What follows belongs to an exercise in optimizing a design on an open flow for small area; a production flow would make more cautious choices. Function was checked by simulation only, so behaviour that the tests miss may differ from the original. Power and IR drop assume default switching activity.

===== flow/run.sh =====
#!/bin/bash
# Standard ORFS layout, with the port buffers made as buf_1 cells.
cd "$(dirname "$0")/.."
cp standard.sh standard_sh_copy.log
export BUFFER_PORTS_ARGS="-buffer_cell sky130_fd_sc_hd__buf_1"
bash standard.sh > standard.log 2>&1

===== standard.sh =====
#!/bin/bash
# synth_recipe.tcl (not shown) runs the flow's synth.tcl, then flattens the netlist and writes it again
# the make line also repeats each setting of config.mk as NAME=value (left out here)
make -C /OpenROAD-flow-scripts/flow DESIGN_CONFIG=/design/flow/config.mk WORK_HOME=/design/flow/orfs CLKGATE_MAP_FILE= SYNTH_SCRIPT=/design/flow/synth_recipe.tcl "${@:-finish}"

===== config.mk =====
export PLATFORM = sky130hd
export DESIGN_NAME = conv_input_cache
export DESIGN_NICKNAME = conv_input_cache
export VERILOG_FILES = /design/flow/design.v
export SDC_FILE = /design/flow/constraint.sdc
export NUM_CORES = 4
export LEC_CHECK = 0
export CAP_MARGIN = 20
export CORE_MARGIN = 2
export CORE_UTILIZATION = 40
export SLEW_MARGIN = 20

===== constraint.sdc =====
create_clock -name core_clock -period 4.0 [get_ports {clk}]
set_input_delay 0.8000 -clock core_clock [delete_from_list [all_inputs] [get_ports {clk}]]
set_output_delay 0.8000 -clock core_clock [all_outputs]
set_load 0.01 [all_outputs]

===== design.v =====
module conv_input_cache (
	input  logic                           clk,
	input  logic                           rst_n,
	input  logic [1:0]                     cmd,
	input  logic [32-1:0]            pixel_in,
	output logic [1:0]                     ack,
	output logic [6-1:0]             rom_addr,
	output logic [(8 - 3 + 1)*32-1:0]  out_window,
	output logic                           out_valid
);
	localparam int PW = 32;
	localparam int ROW_BITS = 8 * 32;
	localparam logic [1:0] M_IDLE = 2'd0;
	localparam logic [1:0] M_PRE = 2'd1;
	localparam logic [1:0] M_SHIFT = 2'd2;
	localparam logic [1:0] M_LOAD = 2'd3;
	logic [1:0] mode;
	logic [4:0] cnt;
	logic [2:0] old;      
	logic [2:0] vld;      
	logic [2:0] sel;      
	logic bias;
	logic [2:0] rc0, rc1, rc2;
	logic idle, rd, row_done, cmd_done;
	logic [2:0] ld, rot;    
	logic [2:0] r_of_n, show;
	logic [2:0] sel_n, ld_n, rt_n;
	logic [2:0] rc0_n, rc1_n, rc2_n;
	logic [1:0] mode_n;
	logic [2:0] old_n;
	assign idle = (mode == M_IDLE);
	assign rd = mode[0];
	assign row_done = rd && (cnt[2:0] == 3'd7);
	always_comb begin
		case (mode)
			M_PRE: cmd_done = cnt[4] && (cnt[2:0] == 3'd7);
			M_LOAD: cmd_done = (cnt[2:0] == 3'd7);
			M_SHIFT: cmd_done = cnt[3] && cnt[0];
			default: cmd_done = 1'b0;
		endcase
	end
	always_ff @(posedge clk or negedge rst_n) begin
		if (!rst_n) begin
			mode <= M_IDLE;
			ack <= 2'd0;
			rom_addr <= '0;
			old <= 3'b001;
			vld <= 3'b000;
			out_valid <= 1'b0;
		end else begin
			ack <= cmd_done ? mode : 2'd0;
			mode <= mode_n;
			if (rd)
				rom_addr <= rom_addr + 1'b1;
			old <= old_n;
			if (row_done)
				vld <= vld | old;
			out_valid <= (mode == M_SHIFT);
		end
	end
	always_comb begin
		r_of_n[0] = (cnt[3:0] < 4'd3);
		r_of_n[1] = (cnt[3:0] >= 4'd3) && (cnt[3:0] < 4'd6);
		r_of_n[2] = (cnt[3:0] >= 4'd6) && (cnt[3:0] < 4'd9);
		show = ({3{r_of_n[0]}} & old)
			| ({3{r_of_n[1]}} & {old[1:0], old[2]})
			| ({3{r_of_n[2]}} & {old[0], old[2:1]});
	end
	always_ff @(posedge clk) begin
		cnt <= idle ? 5'd0 : cnt + 1'b1;
		sel <= sel_n;
		bias <= (mode == M_SHIFT) && cmd_done;
	end
	always_comb begin
		mode_n = idle ? cmd : (cmd_done ? M_IDLE : mode);
		old_n = row_done ? {old[1:0], old[2]} : old;
		sel_n = (mode == M_SHIFT) ? (show & vld) : 3'b000;
		rc0_n = rot[0] ? rc0 + 1'b1 : rc0;
		rc1_n = rot[1] ? rc1 + 1'b1 : rc1;
		rc2_n = rot[2] ? rc2 + 1'b1 : rc2;
		ld_n = {3{mode_n[0]}} & old_n;
		rt_n[0] = sel_n[0] || (rc0_n != 3'd0);
		rt_n[1] = sel_n[1] || (rc1_n != 3'd0);
		rt_n[2] = sel_n[2] || (rc2_n != 3'd0);
	end
	logic [2:0] en, hd;
	always_ff @(posedge clk or negedge rst_n) begin
		if (!rst_n) begin
			rc0 <= 3'd0;
			rc1 <= 3'd0;
			rc2 <= 3'd0;
			ld <= 3'b000;
			rot <= 3'b000;
			en <= 3'b000;
			hd <= 3'b111;
		end else begin
			rc0 <= rc0_n;
			rc1 <= rc1_n;
			rc2 <= rc2_n;
			ld <= ld_n;
			rot <= rt_n;
			en <= ld_n | rt_n;
			hd <= ~(ld_n | rt_n);
		end
	end
	logic [ROW_BITS-1:0] row0, row1, row2;
	function automatic logic [ROW_BITS-1:0] row_next(
		input logic [ROW_BITS-1:0] q,
		input logic [PW-1:0] pix,
		input logic l, r, e, h
	);
		row_next[ROW_BITS-PW-1:0] = ({(ROW_BITS-PW){e}} & q[ROW_BITS-1:PW])
			| ({(ROW_BITS-PW){h}} & q[ROW_BITS-PW-1:0]);
		row_next[ROW_BITS-1:ROW_BITS-PW] = ({PW{l}} & pix)
			| ({PW{r}} & q[PW-1:0])
			| ({PW{h}} & q[ROW_BITS-1:ROW_BITS-PW]);
	endfunction
	always_ff @(posedge clk) begin
		row0 <= row_next(row0, pixel_in, ld[0], rot[0], en[0], hd[0]);
		row1 <= row_next(row1, pixel_in, ld[1], rot[1], en[1], hd[1]);
		row2 <= row_next(row2, pixel_in, ld[2], rot[2], en[2], hd[2]);
	end
	localparam int WB = (8 - 3 + 1) * 32;
	assign out_window = ({WB{sel[0]}} & row0[WB-1:0])
		| ({WB{sel[1]}} & row1[WB-1:0])
		| ({WB{sel[2]}} & row2[WB-1:0])
		| ({WB{bias}} & {(8 - 3 + 1){32'h3F80_0000}});
endmodule

==> results.txt, run 1 <==
The floorplan step set the die width to 269.9 µm. Largest vdd supply drop: 0.0004084 V. Across every metal layer, demand over resource in global routing totals 22.41%.

The worst path needs 3.535 ns of the cycle, external delays included. Power spread over the standard cell area amounts to 512.3 nW/µm². The part of the total power dissipated in the clock network is 48.3%, and the share of post-route cells with drive strength above 1 is 7.896%. The effective utilization at floorplan is 40.37%, and the switching share of total power is 21.97%. Setup TNS: 0 ns. Synthesis produced a netlist whose cell count is 2472. The actual slew at the worst max-slew pin is 1.113 ns, and the total nets after synthesis is 2516. Counting the fill cells in the layout gives 6399.

Summing all non-filler instances in the final layout gives an area of 32750 µm². The tools report the half-perimeter wire length of the detailed placement result as 49.96 mm. The library cells used most frequently in the layout, excluding fill and tap cells, are 774 x sky130_fd_sc_hd__dfxtp_1, 672 x sky130_fd_sc_hd__a22o_1, 249 x sky130_fd_sc_hd__inv_1, 246 x sky130_fd_sc_hd__a222oi_1, 235 x sky130_fd_sc_hd__buf_1. Averaged over all synthesized cells, the footprint is 11.44 µm². The arrival time of the worst setup path is 2.73 ns, and the biggest fanout along the worst timing path is 67. The logs give 0 for the number of buffers inserted for hold repair after clock tree synthesis and 0.2867 ns for the worst-case hold slack. The run gives 29840 µm² as the placed cell area.

The tools report the clock buffer count from CTS as 86. The first TritonRoute pass finished after 10 iterations. The run gives 130.4 mm as the first-pass GRT wire length. The largest single stage delay on the critical path is 0.77 ns.

The logs give 0 for the final number of setup-violating endpoints and 0 for the post-CTS repair timing setup buffer count. The logs give 0.03257 ns for the clock skew and 3.20 ns for the critical path required time. Residual overflow from global routing: 0. The run gives 21.04k as the via count of the first global-routing pass. The library cell used most frequently in the layout, excluding fill and tap cells, is sky130_fd_sc_hd__dfxtp_1. For the distinct cell type count after synthesis, the log shows 36.

Routability-driven placement finished with a final weighted congestion of 0.8264. The clock passes through at most 3 buffers. In this run the worst hold path is classified as in -> async. Category of the worst setup path launch point: a flop. The die is 269.9 µm tall. The worst register-to-register path begins at cnt[0]. The H-tree generated during clock tree synthesis spans 3 levels.

The reg2reg setup slack is 1.79 ns, and the count of clock tree sinks is 815. Entering global routing, the biggest net connects 104 pins. TritonCTS built the clock tree.

The flow ran to the end and the layout has no timing, DRC or antenna violations. Port buffering added 236 buffers. Walking the worst path, the cells encountered are buf_12 -> a222oi_1 -> inv_1 -> buf_1. The sort of element at the end of the critical path was an output port.

Max-slew headroom at the worst pin: 25.83%. The tools report the root buffer selected by CTS as sky130_fd_sc_hd__clkbuf_16. In the routed layout, each cell is associated on average with a via count of 6.218.

The internal power of the cells totals 13.09 mW. Latest clock arrival within the worst-skew pair: 0.65 ns. The critical path ends at out_window[62]. After floorplanning, the core was divided into 97 placement rows. The net count of the finished layout is 2622.

The combinational share of power was 2.2%; the remaining antenna violation count was 0. Counting cells, the worst reg-to-reg path comes to 6. The logs give 49.5% for the sequential share of power and 0 for the number of hold violations in the final report.

The logs give 0 for the count of instances resized after the clock tree is built and 0 for the max-capacitance violation count. The die covers 72820 µm². End of the worst register-to-register path: en[0].

The first routing iteration left 3022 violations. The synthesized netlist occupies a cell area of 28270 µm². For this design the total switching power over the nets is 3.686 mW.

The slowest stage of the critical path belongs to the cell sky130_fd_sc_hd__a222oi_1. The number of antenna violations at the first check in global routing came out at 9. The part of the Yosys area used for sequential elements was 58.40%. After detailed routing, the average wire length per cell comes to 23.76 µm.

Setup repair after global routing left no endpoint under its margin. The worst setup path is of the reg -> out kind. The count of pins over their slew limit was 0. The total wirelength of the detailed-routed design is 85.33 mm. The core region is 70030 µm². The via count is 22.33k, and the clock transition at the register clock pins on the worst setup and hold paths after CTS is 0.06 ns. Derived from the worst setup path, the maximum achievable clock frequency is 282.9 MHz. Area overhead of the layout relative to synthesis: 15.85%. Synthesis inferred 815 register bits. The tools report the yosys synthesis warning count as 1.

The tools report the startpoint of the worst setup timing path as sel[1]. The analysis attributes to cell leakage a power of 14.33 nW. The DRC violation count after routing was 0; the ratio of final minimum period to clock period was 88.37%.

Top-level port count: 237.
[metrics by stage]
step	power, mW	instances	setup slack, ns	utilization (%)
after floorplan	8.715	2472	2.099	-
after global placement	8.839	3430	1.289	42.61
after detailed placement	8.853	3430	1.272	42.61
after CTS	16.91	3587	0.5945	46.76
after global routing	17.31	3590	0.5014	46.77
final	16.78	3591	0.4654	46.77
[cells by family after synthesis]
| family | share of synthesized area, % |
|---|---|
| muxes | 0.1593 |
| AOI/OAI and AO/OA | 32.06 |
| DFF | 58.40 |
| xor gates and xnor gates | 0.4956 |
| adders and majority gates | 0.3541 |
| buffers and inverters | 6.740 |
| and+or+nand+nor | 1.792 |
[routing by layer]
layer / up-vias / GRT usage, % / wire (µm)
met5: - / 0 / 44
met2: 1123 / 33.14 / 37690
met3: 140 / 4.908 / 8009
li1: 9845 / - / -
met1: 11210 / 31.97 / 37370
met4: 8 / 8.304 / 2209
[Yosys cell counts]
master	instances	area (µm²)
sky130_fd_sc_hd__dfrtp_1	34	850.8
sky130_fd_sc_hd__nand3b_1	4	30.03
sky130_fd_sc_hd__o22ai_1	2	12.51
sky130_fd_sc_hd__buf_1	22	82.58
sky130_fd_sc_hd__a21oi_1	42	210.2
sky130_fd_sc_hd__o21a_1	1	7.510
sky130_fd_sc_hd__a22o_1	672	5886
sky130_fd_sc_hd__nand4_1	2	12.51
sky130_fd_sc_hd__xor2_1	10	87.58
sky130_fd_sc_hd__or2_1	3	18.77
sky130_fd_sc_hd__ha_1	8	100.1
sky130_fd_sc_hd__nor2_1	10	37.54
sky130_fd_sc_hd__clkbuf_1	225	844.6
sky130_fd_sc_hd__or2_2	4	25.02
sky130_fd_sc_hd__a21o_1	3	22.52
sky130_fd_sc_hd__a22oi_1	42	315.3
sky130_fd_sc_hd__buf_6	3	33.78
sky130_fd_sc_hd__o2bb2ai_1	3	26.28
sky130_fd_sc_hd__a31oi_1	3	18.77
sky130_fd_sc_hd__dfxtp_1	777	15550
sky130_fd_sc_hd__and2_1	1	6.260
sky130_fd_sc_hd__mux2_2	4	45.04
sky130_fd_sc_hd__or4_4	3	33.78
sky130_fd_sc_hd__inv_1	249	934.7
sky130_fd_sc_hd__nand2_1	54	202.7
sky130_fd_sc_hd__nor3b_1	3	22.52
sky130_fd_sc_hd__o31ai_2	3	37.54
sky130_fd_sc_hd__nand3_1	6	30.03
sky130_fd_sc_hd__a222oi_1	246	2462
sky130_fd_sc_hd__o221ai_2	3	45.04
sky130_fd_sc_hd__dfstp_2	4	105.1
sky130_fd_sc_hd__buf_2	2	10.01
sky130_fd_sc_hd__nor2b_1	7	43.79
sky130_fd_sc_hd__and3_1	7	43.79
sky130_fd_sc_hd__o21ai_0	4	20.02
sky130_fd_sc_hd__xnor2_1	6	52.55
[area by class of cell]
type / instances / area (µm²) / share of cell area (%)
Tap cell: 940 / 1176 / 3.591
Multi-Input combinational cell: 1156 / 9856 / 30.09
Timing Repair Buffer: 270 / 1318 / 4.023
Inverter: 249 / 934.6 / 2.854
Clock inverter: 36 / 387.9 / 1.184
Clock buffer: 121 / 2519 / 7.690
Antenna cell: 4 / 10.01 / 0.03056
Sequential cell: 815 / 16550 / 50.54
[worst max-delay path: cells and delay by family, from the launching register on]
kind                   cells  cell delay (ns)
DFF                        1             0.57
AOI/OAI and AO/OA          1             0.77
buffers and inverters      3             0.58
[power by group through the flow]
stage	sequential [mW]	combinational, mW	clock [mW]
2_1_floorplan	8.45	0.261	0
3_3_place_gp	8.48	0.358	0
3_5_place_dp	8.49	0.366	0
4_1_cts	8.31	0.369	8.23
5_1_grt	8.32	0.413	8.57
6_report	8.31	0.367	8.10
[worst min path at each step]
stage / start / end
final: rst_n / mode[1]
after floorplan: row0[247] / row0[247]
after global placement: row2[247] / row2[247]
after detailed placement: row2[250] / row2[250]
after CTS: rst_n / mode[1]
after global routing: rst_n / mode[1]
[flip-flops by register name, summed over array words and instances, names as in the netlist, 5 cells and up]
| signal | count |
|---|---|
| row1 | 256 |
| row0 | 256 |
| row2 | 256 |
| rom_addr | 6 |
| cnt | 5 |
==> inputs of run 2 (changes only) <==
==> flow/run.sh (replaced) <==
#!/bin/bash
# Standard ORFS layout, with the port buffers made as buf_1 cells and a
# clock tree of smaller buffers without dummy loads.
cd "$(dirname "$0")/.."
export BUFFER_PORTS_ARGS="-buffer_cell sky130_fd_sc_hd__buf_1"
export CTS_ARGS="-sink_clustering_enable -repair_clock_nets -dont_use_dummy_load -buf_list {sky130_fd_sc_hd__clkbuf_4 sky130_fd_sc_hd__clkbuf_8} -sink_clustering_size 20"
bash standard.sh > standard.log 2>&1
==> run 2 against run 1 <==
Net effect:
- still clean
- clock power decreased by 26%
- setup slack got worse by 0.042 ns
- final cell count decreased by 0.53%
- non-clock buffer count unchanged
- routed wire length increased by 0.67%
- count of clock-buffer cells in the layout increased by 17
- register-to-register slack got worse by 0.05 ns
- first-iteration DRC count increased by 2.0%
- clock skew increased by 0.039 ns
- largest power group unchanged
==> results.txt, run 2 <==
The die width came out at 269.9 µm. Share of post-route cells with drive strength above 1: 7.839%. In the layout the commonest cells are 774 x sky130_fd_sc_hd__dfxtp_1, 672 x sky130_fd_sc_hd__a22o_1, 249 x sky130_fd_sc_hd__inv_1, 246 x sky130_fd_sc_hd__a222oi_1, 235 x sky130_fd_sc_hd__buf_1. After detailed routing, the number of vias per cell comes to 6.281.

Subtracting the final worst setup slack from the clock period gives 3.576 ns. The total area inside the core boundary comes to 70030 µm². The run gives 2674 as the final net count. The worst register-to-register path ends at en[0]. Entering global routing, the biggest net connects 104 pins.

For the via count of the first global-routing pass, the log shows 21.45k. Leaving out fill and tap cells, the most frequent cell in the layout is sky130_fd_sc_hd__dfxtp_1. Summing every instance area after synthesis gives 28270 µm². In this run the vertical extent of the chip is 269.9 µm. The tools report the largest vdd supply drop as 0.0002991 V. The number of hold buffers added after CTS was 0. The run gives 58.40% as the part of the Yosys area used for sequential elements. Counting the fill cells in the layout gives 6504. The count of state elements after synthesis came out at 815. The first detailed-routing pass ran for 11 iterations.

The area overhead of the layout relative to synthesis works out to 12.29%. In this run the deepest clock path goes through 3 buffers. The initialized floorplan defines 97 standard-cell rows. 237 I/O pins were placed.

The placed instances occupy a cell area of 29840 µm². Across the routed clock network, the largest skew measured is 0.07183 ns. The tools report the clock buffer count from CTS as 138. Yosys attributes the largest share of cell area to sky130_fd_sc_hd__dfxtp_1 55%, sky130_fd_sc_hd__a22o_1 21%, sky130_fd_sc_hd__a222oi_1 8.7%, sky130_fd_sc_hd__inv_1 3.3%, sky130_fd_sc_hd__dfrtp_1 3.0%. The synthesized-area fraction occupied by xor and xnor cells is 0.4957%, and the reg2reg setup slack is 1.74 ns. STA puts the critical path data required time at 3.20 ns. The total wirelength of the detailed-routed design was 85.90 mm; the actual slew at the worst max-slew pin was 1.116 ns.

In this run, the number of DRC markers left after iteration 0 of detailed routing was 3082. The power density over cell area was 461.7 nW/µm². In this run the number of H-tree levels came out at 4. Across every metal layer, demand over resource in global routing totals 22.67%. The number of antenna violations at the first check in global routing is 9, and the residual overflow from global routing is 0. After synthesis, the share of flip-flops with an asynchronous set or reset is 4.663%. The count of instances resized after the clock tree is built is 0. The largest registers in the layout are row0 x256, row1 x256, row2 x256. Number of hold violations in the final report: 0. The arrival time of the worst setup path was 2.78 ns; the simple-gate portion of the synthesized area was 1.792%. The synthesized design contains 0 enable-type register cells. Category of the worst setup path launch point: a flop. The total die area is 72820 µm². Counting instances in the post-synthesis netlist gives the leading cell types as 777 x sky130_fd_sc_hd__dfxtp_1, 672 x sky130_fd_sc_hd__a22o_1, 249 x sky130_fd_sc_hd__inv_1.

The post-CTS repair timing setup buffer count was 0. Worst slack at placement: 1.272 ns. The first global-routing pass estimated 131.2 mm of wire. After detailed routing, the average wire length per cell comes to 24.05 µm.

The final number of setup-violating endpoints is 0. TritonCTS built the clock tree. The fmax was 279.6 MHz; the total nets after synthesis was 2516.

The portion of synthesized cell area occupied by the leading cell type is 55.02%, and the effective utilization at floorplan is 40.37%. The worst setup path is captured at an output port. Of all cell types, the one taking the most synthesized area is sky130_fd_sc_hd__dfxtp_1. Summing over every cut layer, the via total after detailed routing is 22.44k.

The cell with the most instances after synthesis was sky130_fd_sc_hd__dfxtp_1. The worst setup path category is reg -> out. Setup repair after global routing left no endpoint under its margin. The yosys synthesis warning count is 1, and the placer's final routability congestion estimate is 0.8264. For this run, the leading register cell type out of synthesis is sky130_fd_sc_hd__dfxtp_1. The count of buffers added on input and output ports is 236. At the later pin of the worst-skew pair, clock insertion delay measures 0.77 ns. The finished cells cover 31750 µm². In the post-route analysis, the smallest setup slack over all paths is 0.4238 ns. The remaining antenna violation count is 0, and the half-perimeter wire length of the detailed placement result is 49.96 mm. Clock-pin slew was measured on the worst setup and hold paths at 0.05 ns.

The synthesized instance count came out at 2472. In this run the critical register-to-register path is launched from cnt[0]. The root buffer selected by CTS is sky130_fd_sc_hd__clkbuf_8. The setup TNS is 0 ns, and the max-capacitance violation count is 0. Each instance of the synthesized netlist takes up on average 11.44 µm².

The flow ran to the end and the layout has no timing, DRC or antenna violations. In this run the worst path has a maximum fanout of 67. Complex-gate fraction of the synthesized area: 32.06%.

The run gives 815 as the count of clock tree sinks. The worst min-delay path class is in -> async. Across the whole layout, storage elements account for 16550 µm². Largest family of logic cells by synthesized area: compound AO/OA/AOI/OAI gates. The synthesized netlist devotes 0.3540% of its cell area to adder and majority cells. In the final layout, the multi-input gates occupy 9856 µm².

In the synthesized netlist, mux cells make up 0.1593% of the area. The distinct cell type count after synthesis was 36. Dividing the final minimum period by the clock period gives 89.41%. For the count of pins over their slew limit, the log shows 0.

In the routed design, unresolved DRC markers number 0. The worst register-to-register path has a depth of 6. Cell leakage power: 13.88 nW. For the max-slew headroom at the worst pin, the log shows 25.59%.
run 2: cell counts after synthesis:
No cell type changed its count.
run 2: final cells by class:
type / instances / area share [%]
clock buffer: 138 / 5.983
multi-input combinational: 1156 / 31.05
antenna: 4 / 0.03153
inverter: 249 / 2.944
tap: 940 / 3.705
sequential: 815 / 52.14
timing repair buffer: 270 / 4.150
run 2: kinds of logic after synthesis:
kind of cell	Yosys count
adder cells (fa/ha/maj)	8
multiplexers	4
buffers and inverters	501
AO/OA/AOI/OAI	1024
AND/OR/NAND/NOR	104
XOR/XNOR	16
flip-flops	815
run 2: worst max-delay path by stage:
stage	slack (ns)	end	cells past startpoint	from
floorplan	2.10	out_window[119]	4	sel[1]
global placement	1.29	out_window[62]	4	sel[1]
detailed placement	1.27	out_window[62]	4	sel[1]
CTS	0.48	out_window[62]	4	sel[1]
global route	0.41	out_window[60]	4	sel[1]
finish	0.42	out_window[62]	4	sel[1]
run 2: stage by stage:
stage / cells / util [%] / hold WS, ns / power, mW
floorplan: 2472 / - / 0.4337 / 8.715
global placement: 3430 / 42.61 / 0.4487 / 8.839
detailed placement: 3430 / 42.61 / 0.4501 / 8.853
CTS: 3568 / 45.32 / 0.1885 / 14.81
global route: 3571 / 45.33 / 0.2225 / 15.22
finish: 3572 / 45.33 / 0.1646 / 14.66
run 2: metal layers:
layer,up-vias,share of wire (%),GRT usage (%)
li1,9866,-,-
met1,11280,43,31.56
met2,1128,44,33.27
met3,158,9.6,5.939
met4,8,2.8,9.327
met5,-,0.055,0
run 2: worst max-delay path, stage by stage, from the launching register on:
cell and delay [ns]:
sky130_fd_sc_hd__dfxtp_4 0.59, sky130_fd_sc_hd__buf_12 0.32, sky130_fd_sc_hd__a222oi_1 0.78, sky130_fd_sc_hd__inv_1 0.08
sky130_fd_sc_hd__buf_1 0.17
run 2: report_power, final:
part	switching [mW]	internal, mW	leakage, nW
Combinational	0.218	0.149	6.15
Clock	2.94	3.03	0.992
Sequential	0.115	8.21	6.74
Total	3.27	11.4	13.9
==> inputs of run 3 (changes only) <==
==> flow/run.sh (replaced) <==
#!/bin/bash
# Standard ORFS layout, with the port buffers made as buf_1 cells and a
# clock tree of clkbuf_16 cells, each driving up to 30 registers, without
# dummy loads.
cd "$(dirname "$0")/.."
export BUFFER_PORTS_ARGS="-buffer_cell sky130_fd_sc_hd__buf_1"
export CTS_ARGS="-sink_clustering_enable -repair_clock_nets -dont_use_dummy_load -buf_list {sky130_fd_sc_hd__clkbuf_16} -sink_clustering_size 30 -sink_clustering_max_diameter 80"
bash standard.sh > standard.log 2>&1
==> run 3 against run 2 <==
Net effect:
- first-iteration DRC count shrank 0.39%
- die area is the same
- largest cell class unchanged
- clock skew shrank 0.0072 ns
- critical path type unchanged
- critical endpoint unchanged
- count of clock-buffer cells in the layout shrank 101
- final cell count shrank 2.9%
- combinational power is essentially flat
- sequential share of layout area grew 1.7 points
- setup slack gained 0.13 ns
- register-to-register slack is essentially flat
- still clean
- highest routed layer unchanged
==> results.txt, run 3 <==
The logs give 0.8264 for the placer's final routability congestion estimate and 0 for the residual overflow from global routing. Share of post-route cells with drive strength above 1: 4.155%. The tools report the final net count as 2573. Headroom to the max-slew limit came out at 25.26%.

Clock tree synthesis selected as its root buffer the cell sky130_fd_sc_hd__clkbuf_16. Once detail routing completed, the nets flagged for antenna violations numbered 0. Across the run, the number of max-cap violations was 0.

TritonCTS built the clock tree. The switching share of total power came out at 21.98%. Power spread over the standard cell area amounts to 416.9 nW/µm². The worst path uses 86.11% of the clock period. The worst register-to-register path ends at en[0]. The clock transition at the register clock pins on the worst setup and hold paths after CTS was 0.11 ns; the number of cells in the finished layout apart from fillers was 3469.

The number of clock buffers added by TritonCTS is 37. The number of H-tree levels is 2, and the core region area is 70030 µm². When the netlist entered floorplanning its net count stood at 2516. For the critical path required time, the log shows 3.20 ns.

The synthesized design devotes to its leading area cell type 55.02% of total area. The async set-or-reset flop fraction in the synthesized netlist works out to 4.663%. The first global-routing pass estimated 128.7 mm of wire. Along the worst path, the maximum fanout reaches 67. The worst min-delay path class is in -> async. For the final database, setup skew stands at 0.06458 ns.

In this run the critical register-to-register path is launched from cnt[0]. The yosys synthesis warning count is 1. Setup repair after global routing left no endpoint under its margin. The total wirelength of the detailed-routed design came out at 84.12 mm. Entering global routing, the biggest net connects 104 pins. The number of cells on the worst reg-to-reg path is 6.

The half-perimeter wire length of the detailed placement result is 49.96 mm. Timing would allow up to 290.3 MHz. The cell-internal power was 10.01 mW; the via count was 21.82k.

The number of placement rows is 97. In this run the static leakage power is 13.35 nW. The run gives 6549 as the count of filler cells inserted in the layout.

Leaving out fill and tap cells, the most frequent cell in the layout is sky130_fd_sc_hd__dfxtp_1. Across every metal layer, demand over resource in global routing totals 21.98%. The commonest cells after synthesis are 777 x sky130_fd_sc_hd__dfxtp_1, 672 x sky130_fd_sc_hd__a22o_1, 249 x sky130_fd_sc_hd__inv_1. Measured along the x axis, the die boundary spans 269.9 µm.

The actual slew at the worst max-slew pin was 1.121 ns. In this run the vertical extent of the chip is 269.9 µm. The count of clock tree sinks is 815. Buffers inserted to repair hold after CTS numbered 0. DRC violation count after routing: 0.

Across the whole layout, storage elements account for 16550 µm². In the final layout, the registers with the most flip-flops are row0 x256, row1 x256, row2 x256. Counting every instance in the synthesized netlist gives 2472. The tools report the mapped cell area as 28270 µm². The run gives 6 as the number of antenna violations at the first check in global routing. STA puts the critical path data arrival time at 2.64 ns.

In this run, synthesis inferred 0 flip-flops with an integrated enable. Number of hold violations in the final report: 0. Leaving out fill and tap cells, the most frequent cells in the layout are 774 x sky130_fd_sc_hd__dfxtp_1, 672 x sky130_fd_sc_hd__a22o_1, 249 x sky130_fd_sc_hd__inv_1, 246 x sky130_fd_sc_hd__a222oi_1, 235 x sky130_fd_sc_hd__buf_1.

After layout, the minimum clock period comes to 3.444 ns. Counting flops and latches in the post-synthesis netlist gives 815. The leading area contributor after synthesis is sky130_fd_sc_hd__dfxtp_1.

The logs give 3430 for the number of placed cells counting well taps and 1.73 ns for the reg2reg setup slack. IR analysis of the VDD net gives a maximum drop of 0.0003354 V. Adding up every negative setup slack in the final design gives 0 ns. The count of pins over their slew limit came out at 0.

The first routing iteration left 3070 violations. The tools report the deepest clock path buffer count as 3. The part of the total power dissipated in the clock network is 32.4%. The cell with the most instances after synthesis was sky130_fd_sc_hd__dfxtp_1. For this design the total switching power over the nets is 2.819 mW. The part of the Yosys area used for sequential elements is 58.40%.

The initial utilization of the core area, before any placement, comes to 40.37%. The run finished with no timing, DRC or antenna violations. STA classifies the critical path startpoint as a flop. Summing all multi-input logic gate instances after layout gives 9856 µm².

The later pin in the worst-skew pair is clocked with a latency of 0.57 ns. Buffers placed on the I/O ports in this run total 236. In this run, distinct cell masters in the synthesized netlist total 36.

Among all flip-flop cells after synthesis, the most frequent one is sky130_fd_sc_hd__dfxtp_1. After detailed routing, the average wire length per cell comes to 24.25 µm. Area overhead of the layout relative to synthesis: 8.825%. The average footprint of a synthesized cell was 11.44 µm². The worst setup path is captured at an output port. Combinational share of power: 2.9%.

The die covers 72820 µm². By area the synthesized netlist is led by sky130_fd_sc_hd__dfxtp_1 55%, sky130_fd_sc_hd__a22o_1 21%, sky130_fd_sc_hd__a222oi_1 8.7%, sky130_fd_sc_hd__inv_1 3.3%, sky130_fd_sc_hd__dfrtp_1 3.0%. The per-cell via count in the routed design is 6.290, and the top-level port count is 237. For the post-CTS repair timing setup buffer count, the log shows 0. Once the clock tree was built, the resizer swapped 0 gates to a different size. The tools report the via count of the first global-routing pass as 20.50k. Sequential cells burn 64.7% of the power. The worst setup path category was reg -> out. Setup violations remaining at the end of the flow were counted as 0. The pre-antenna-repair detailed-routing pass consisted of 8 iterations.
run 3: cell counts after synthesis:
Identical to the previous run, type by type.
run 3: logic make-up (layout without fill, tap and decap cells):
| family | after synthesis | in the layout | synth area share [%] |
|---|---|---|---|
| XOR/XNOR | 16 | 16 | 0.4956 |
| other | 0 | 2 | 0 |
| AND/OR/NAND/NOR | 104 | 104 | 1.792 |
| flip-flops | 815 | 815 | 58.40 |
| AO/OA/AOI/OAI | 1024 | 1024 | 32.06 |
| adder cells (fa/ha/maj) | 8 | 8 | 0.3541 |
| multiplexers | 4 | 4 | 0.1593 |
| buffers and inverters | 501 | 556 | 6.740 |
run 3: per-layer routing:
metal  global-route usage [%]  share of wire [%]  wire length (µm)  up-vias
met5                        0              0.040                34        -
met4                    5.599                2.0              1703        6
met3                    3.858                8.2              6864      102
met2                    33.64                 45             37690      995
met1                    31.99                 45             37830    11060
li1                         -                  -                 -     9662
run 3: cell type report:
type | instances | share of cell area [%]
flip-flops and latches | 815 | 53.80
multi-input cells | 1156 | 32.03
repair buffers | 270 | 4.282
well taps | 940 | 3.823
inverters | 249 | 3.038
clock buffers | 37 | 3.009
diodes | 2 | 0.01627
run 3: how the worst max path moves through the flow:
stage	start	end	slack [ns]	cells past startpoint
finish	sel[1]	out_window[62]	0.56	4
floorplan	sel[1]	out_window[119]	2.10	4
CTS	sel[1]	out_window[62]	0.65	4
global placement	sel[1]	out_window[62]	1.29	4
detailed placement	sel[1]	out_window[62]	1.27	4
global route	sel[1]	out_window[60]	0.56	4
run 3: power groups by stage:
stage | Sequential (mW) | Clock [mW] | Combinational [mW]
floorplan | 8.45 | 0 | 0.261
global placement | 8.48 | 0 | 0.358
detailed placement | 8.49 | 0 | 0.366
CTS | 8.30 | 4.26 | 0.369
global route | 8.33 | 4.55 | 0.413
finish | 8.30 | 4.15 | 0.368
run 3: through the flow:
stage / utilization (%) / setup slack [ns] / power, mW / hold WS, ns / area [µm²]
floorplan: - / 2.099 / 8.715 / 0.4337 / 28270
finish: 43.94 / 0.5556 / 12.83 / 0.3092 / 30770
global placement: 42.61 / 1.289 / 8.839 / 0.4487 / 29840
global route: 43.93 / 0.5645 / 13.29 / 0.3539 / 30760
detailed placement: 42.61 / 1.272 / 8.853 / 0.4501 / 29840
CTS: 43.93 / 0.6532 / 12.94 / 0.3367 / 30760
run 3: worst max-delay path: stages (launching register included):
cell	delay, ns
sky130_fd_sc_hd__dfxtp_4	0.61
sky130_fd_sc_hd__buf_12	0.32
sky130_fd_sc_hd__a222oi_1	0.79
sky130_fd_sc_hd__inv_1	0.08
sky130_fd_sc_hd__buf_1	0.17
==> inputs of run 4 (changes only) <==
==> flow/run.sh (replaced) <==
#!/bin/bash
# Standard ORFS layout, with the port buffers made as buf_1 cells and a
# clock tree of clkbuf_8 cells, each driving up to 16 registers, without
# dummy loads.
cd "$(dirname "$0")/.."
export BUFFER_PORTS_ARGS="-buffer_cell sky130_fd_sc_hd__buf_1"
export CTS_ARGS="-sink_clustering_enable -repair_clock_nets -dont_use_dummy_load -buf_list {sky130_fd_sc_hd__clkbuf_8} -sink_clustering_size 16 -sink_clustering_max_diameter 50"
bash standard.sh > standard.log 2>&1
==> run 4 against run 3 <==
Net effect:
- critical path depth is the same
- synthesized cell count unchanged
- first-iteration DRC count rose by 2.3%
- largest cell class unchanged
- sequential share of layout area is 0.34 points lower
- still clean
==> results.txt, run 4 <==
The flow ran to the end and the layout has no timing, DRC or antenna violations. The max-slew headroom at the worst pin is 25.31%, and the mapped cell area is 28270 µm². The count of pins over their slew limit was 0; the max-capacitance violation count was 0.

The portion of synthesized cell area occupied by the leading cell type works out to 55.02%. The floorplan die height came out at 269.9 µm. Synthesis produced a netlist with a net count of 2516. In the final layout, the registers with the most flip-flops are row0 x256, row1 x256, row2 x256.

The half-perimeter wire length of the detailed placement result was 49.96 mm; the number of buffers inserted for hold repair after clock tree synthesis was 0. The latest clock arrival within the worst-skew pair is 0.71 ns. In the post-synthesis netlist, the biggest area contributors are sky130_fd_sc_hd__dfxtp_1 55%, sky130_fd_sc_hd__a22o_1 21%, sky130_fd_sc_hd__a222oi_1 8.7%, sky130_fd_sc_hd__inv_1 3.3%, sky130_fd_sc_hd__dfrtp_1 3.0%. The largest vdd supply drop is 0.0002772 V, and the synthesized instance count is 2472. Length in cells of the worst reg-to-reg path: 6. Along the worst path, the maximum fanout reaches 67. In this run the critical register-to-register path is captured at en[0]. On the final layout, the worst clock skew is 0.08330 ns. Sort of element at the end of the critical path: an output port. The tools report the endpoint of the worst setup timing path as out_window[62]. The worst setup path category is reg -> out.

For the yosys synthesis warning count, the log shows 1. The commonest cells after synthesis are 777 x sky130_fd_sc_hd__dfxtp_1, 672 x sky130_fd_sc_hd__a22o_1, 249 x sky130_fd_sc_hd__inv_1. STA puts the critical path data arrival time at 2.79 ns.

The first global-routing pass estimated 129.6 mm of wire. The tree is rooted in a sky130_fd_sc_hd__clkbuf_8. For the global routing usage summed across all routing layers, the log shows 22.26%.

The leading area contributor after synthesis was sky130_fd_sc_hd__dfxtp_1. The initialized floorplan defines 97 standard-cell rows. In the final routed layout, each cell accounts on average for 24.15 µm. Cells fill 44.22% of the core in the end. The final number of setup-violating endpoints was 0; the die width was 269.9 µm. The die covers 72820 µm².

The run gives 3142 as the first-iteration detailed-routing DRC count. 237 I/O pins were placed. The share of the Yosys chip area taken by registers is 58.40%. The tools report the category of the worst setup path launch point as a flop. The final layout contains routed wiring with a total length of 84.93 mm.

At the end of the flow, the number of nets in the layout was 2617. The most frequent standard cell in the layout excluding fill and tap cells was sky130_fd_sc_hd__dfxtp_1. The startpoint of the worst setup timing path was sel[1]. TritonCTS built the clock tree.

The congestion estimate from routability-driven global placement came to 0.8264. In this run the static leakage power is 13.47 nW. The average footprint of a synthesized cell is 11.44 µm². The run gives 0 as the number of hold violations in the final report.

The tools report the reg2reg setup slack as 1.75 ns. For this block, wires on met1 add up to 37.53 mm. The count of clock tree sinks came out at 815. The count of input and output buffers came out at 236. The number of synthesized flops with an enable pin is 0. Entering global routing, the biggest net connects 104 pins.

The count of state elements after synthesis was 815. In the final layout, the share of cells above drive strength 1 is 5.795%. Setup repair after global routing left no endpoint under its margin.

The power density over cell area works out to 423.6 nW/µm². The actual slew at the worst max-slew pin is 1.120 ns, and the setup TNS is 0 ns. The distinct cell type count after synthesis came out at 36. The path class of the tightest hold or removal check is in -> async. In the layout the commonest cells are 774 x sky130_fd_sc_hd__dfxtp_1, 672 x sky130_fd_sc_hd__a22o_1, 249 x sky130_fd_sc_hd__inv_1, 246 x sky130_fd_sc_hd__a222oi_1, 235 x sky130_fd_sc_hd__buf_1.

The predominant post-synthesis flop cell is sky130_fd_sc_hd__dfxtp_1. The total overflow left after global routing is 0. Post-CTS repair changed the size of 0 cells. The number of antenna violations at the first check in global routing is 10, and the deepest clock path buffer count is 3.

In the detailed route, the total length drawn on met3 is 7.684 mm. The run gives 81 as the clock buffer count from CTS. Via count of the first global-routing pass: 20.90k.

The detail route stage leaves a number of antenna-violating nets equal to 0. Clock-pin slew was measured on the worst setup and hold paths at 0.09 ns. The core region area came out at 70030 µm². The async set-or-reset flop fraction in the synthesized netlist was 4.663%; the ratio of final minimum period to clock period was 89.68%.

The cell with the most instances after synthesis was sky130_fd_sc_hd__dfxtp_1. Timing would allow up to 278.8 MHz. Before antenna repair, the detailed router went through 10 iterations. The clock tree synthesis step divided the H-tree into 3 levels. Via count: 22.10k. After detailed routing, the number of vias per cell comes to 6.286. The area overhead of the layout relative to synthesis was 9.519%. Critical path required time: 3.20 ns. The run gives 0 as the post-CTS repair timing setup buffer count. The startpoint of the worst register-to-register path is cnt[0]. The effective utilization at floorplan was 40.37%; the shortest clock period the worst path allows after layout was 3.587 ns.

Summed over all nets, wire length on met2 after detailed routing comes to 37.51 mm. In the routed design, unresolved DRC markers number 0. The top routing layer in use is met5.
## run 4: cell counts after synthesis
No cell type changed its count.
## run 4: how the worst min path moves through the flow
stage / endpoint / cells after the start / start / slack [ns]
2_1_floorplan: row0[247] / 2 / row0[247] / 0.43
3_3_place_gp: row2[247] / 2 / row2[247] / 0.45
3_5_place_dp: row2[250] / 2 / row2[250] / 0.45
4_1_cts: vld[1] / 1 / rst_n / 0.24
5_1_grt: vld[1] / 1 / rst_n / 0.27
6_report: vld[1] / 1 / rst_n / 0.23
## run 4: cells by family (layout without fill, tap and decap cells)
logic type	after synthesis	after routing	synth area share, %
AOI/OAI and AO/OA	1024	1024	32.06
DFF	815	815	58.40
other	0	5	0
buffers and inverters	501	600	6.740
and+or+nand+nor	104	104	1.792
muxes	4	4	0.1593
adders and majority gates	8	8	0.3541
xor gates and xnor gates	16	16	0.4956
## run 4: per-layer routing
metal / up-vias / global-route usage, %
met1: 11150 / 31.85
met3: 138 / 4.845
met4: 8 / 7.880
met5: - / 0
met2: 1061 / 33.00
li1: 9743 / -
## run 4: area by class of cell
cell class                 instances  area (µm²)
timing repair buffer             270        1318
multi-input combinational       1156        9856
fill                            6563       39070
inverter                         249       934.6
antenna                            5       12.51
sequential                       815       16550
clock buffer                      81        1115
tap                              940        1176
## run 4: worst max-delay path: stages, from the launching register on
cell and delay, ns:
sky130_fd_sc_hd__dfxtp_4 0.60, sky130_fd_sc_hd__buf_12 0.32, sky130_fd_sc_hd__a222oi_1 0.81, sky130_fd_sc_hd__inv_1 0.08, sky130_fd_sc_hd__buf_1 0.17
## run 4: per-stage QoR
stage,cell area (µm²),setup slack [ns],cells,power [mW],hold WS (ns)
6_report,30960,0.4129,3516,13.12,0.2292
5_1_grt,30960,0.4379,3515,13.62,0.2708
4_1_cts,30950,0.5064,3511,13.23,0.2414
3_5_place_dp,29840,1.272,3430,8.853,0.4501
3_3_place_gp,29840,1.289,3430,8.839,0.4487
2_1_floorplan,28270,2.099,2472,8.715,0.4337
## run 4: power breakdown
group | switching, mW | internal (mW)
clock | 2.65 | 1.80
sequential | 0.115 | 8.19
combinational | 0.218 | 0.149
total | 2.98 | 10.1

[static timing again, ports no longer ideal]
Ports are ideal in the flow. The routed layouts listed here were re-timed in OpenROAD. Step 1 assumes that a clkbuf_16 drives the clock port and a buf_2 every other input. Step 2 adds t to the input delays and takes it off the output delays; t is the mean of the earliest and latest rising clock arrival at the registers after step 1. Input paths then give back, and output paths get back, about the clock's delay inside the block. Slacks: no drivers / after step 1 / after step 2; pairs: no drivers / after step 1.
run	shift t [ns]	setup slack, ns	hold WS [ns]	latest minus earliest clock arrival (ns)	worst register clock-pin slew, ns
run 1	0.700	0.465 / 0.397 / 1.097	0.287 / 0.241 / 0.464	0.033 / 0.033	0.06 / 0.06
run 2	0.793	0.424 / 0.359 / 1.153	0.165 / 0.122 / 0.428	0.087 / 0.087	0.06 / 0.06
run 3	0.625	0.556 / 0.490 / 1.115	0.309 / 0.266 / 0.465	0.103 / 0.102	0.11 / 0.11
run 4	0.718	0.413 / 0.350 / 1.067	0.229 / 0.188 / 0.405	0.117 / 0.117	0.10 / 0.10
After both steps every run listed still meets setup and hold.
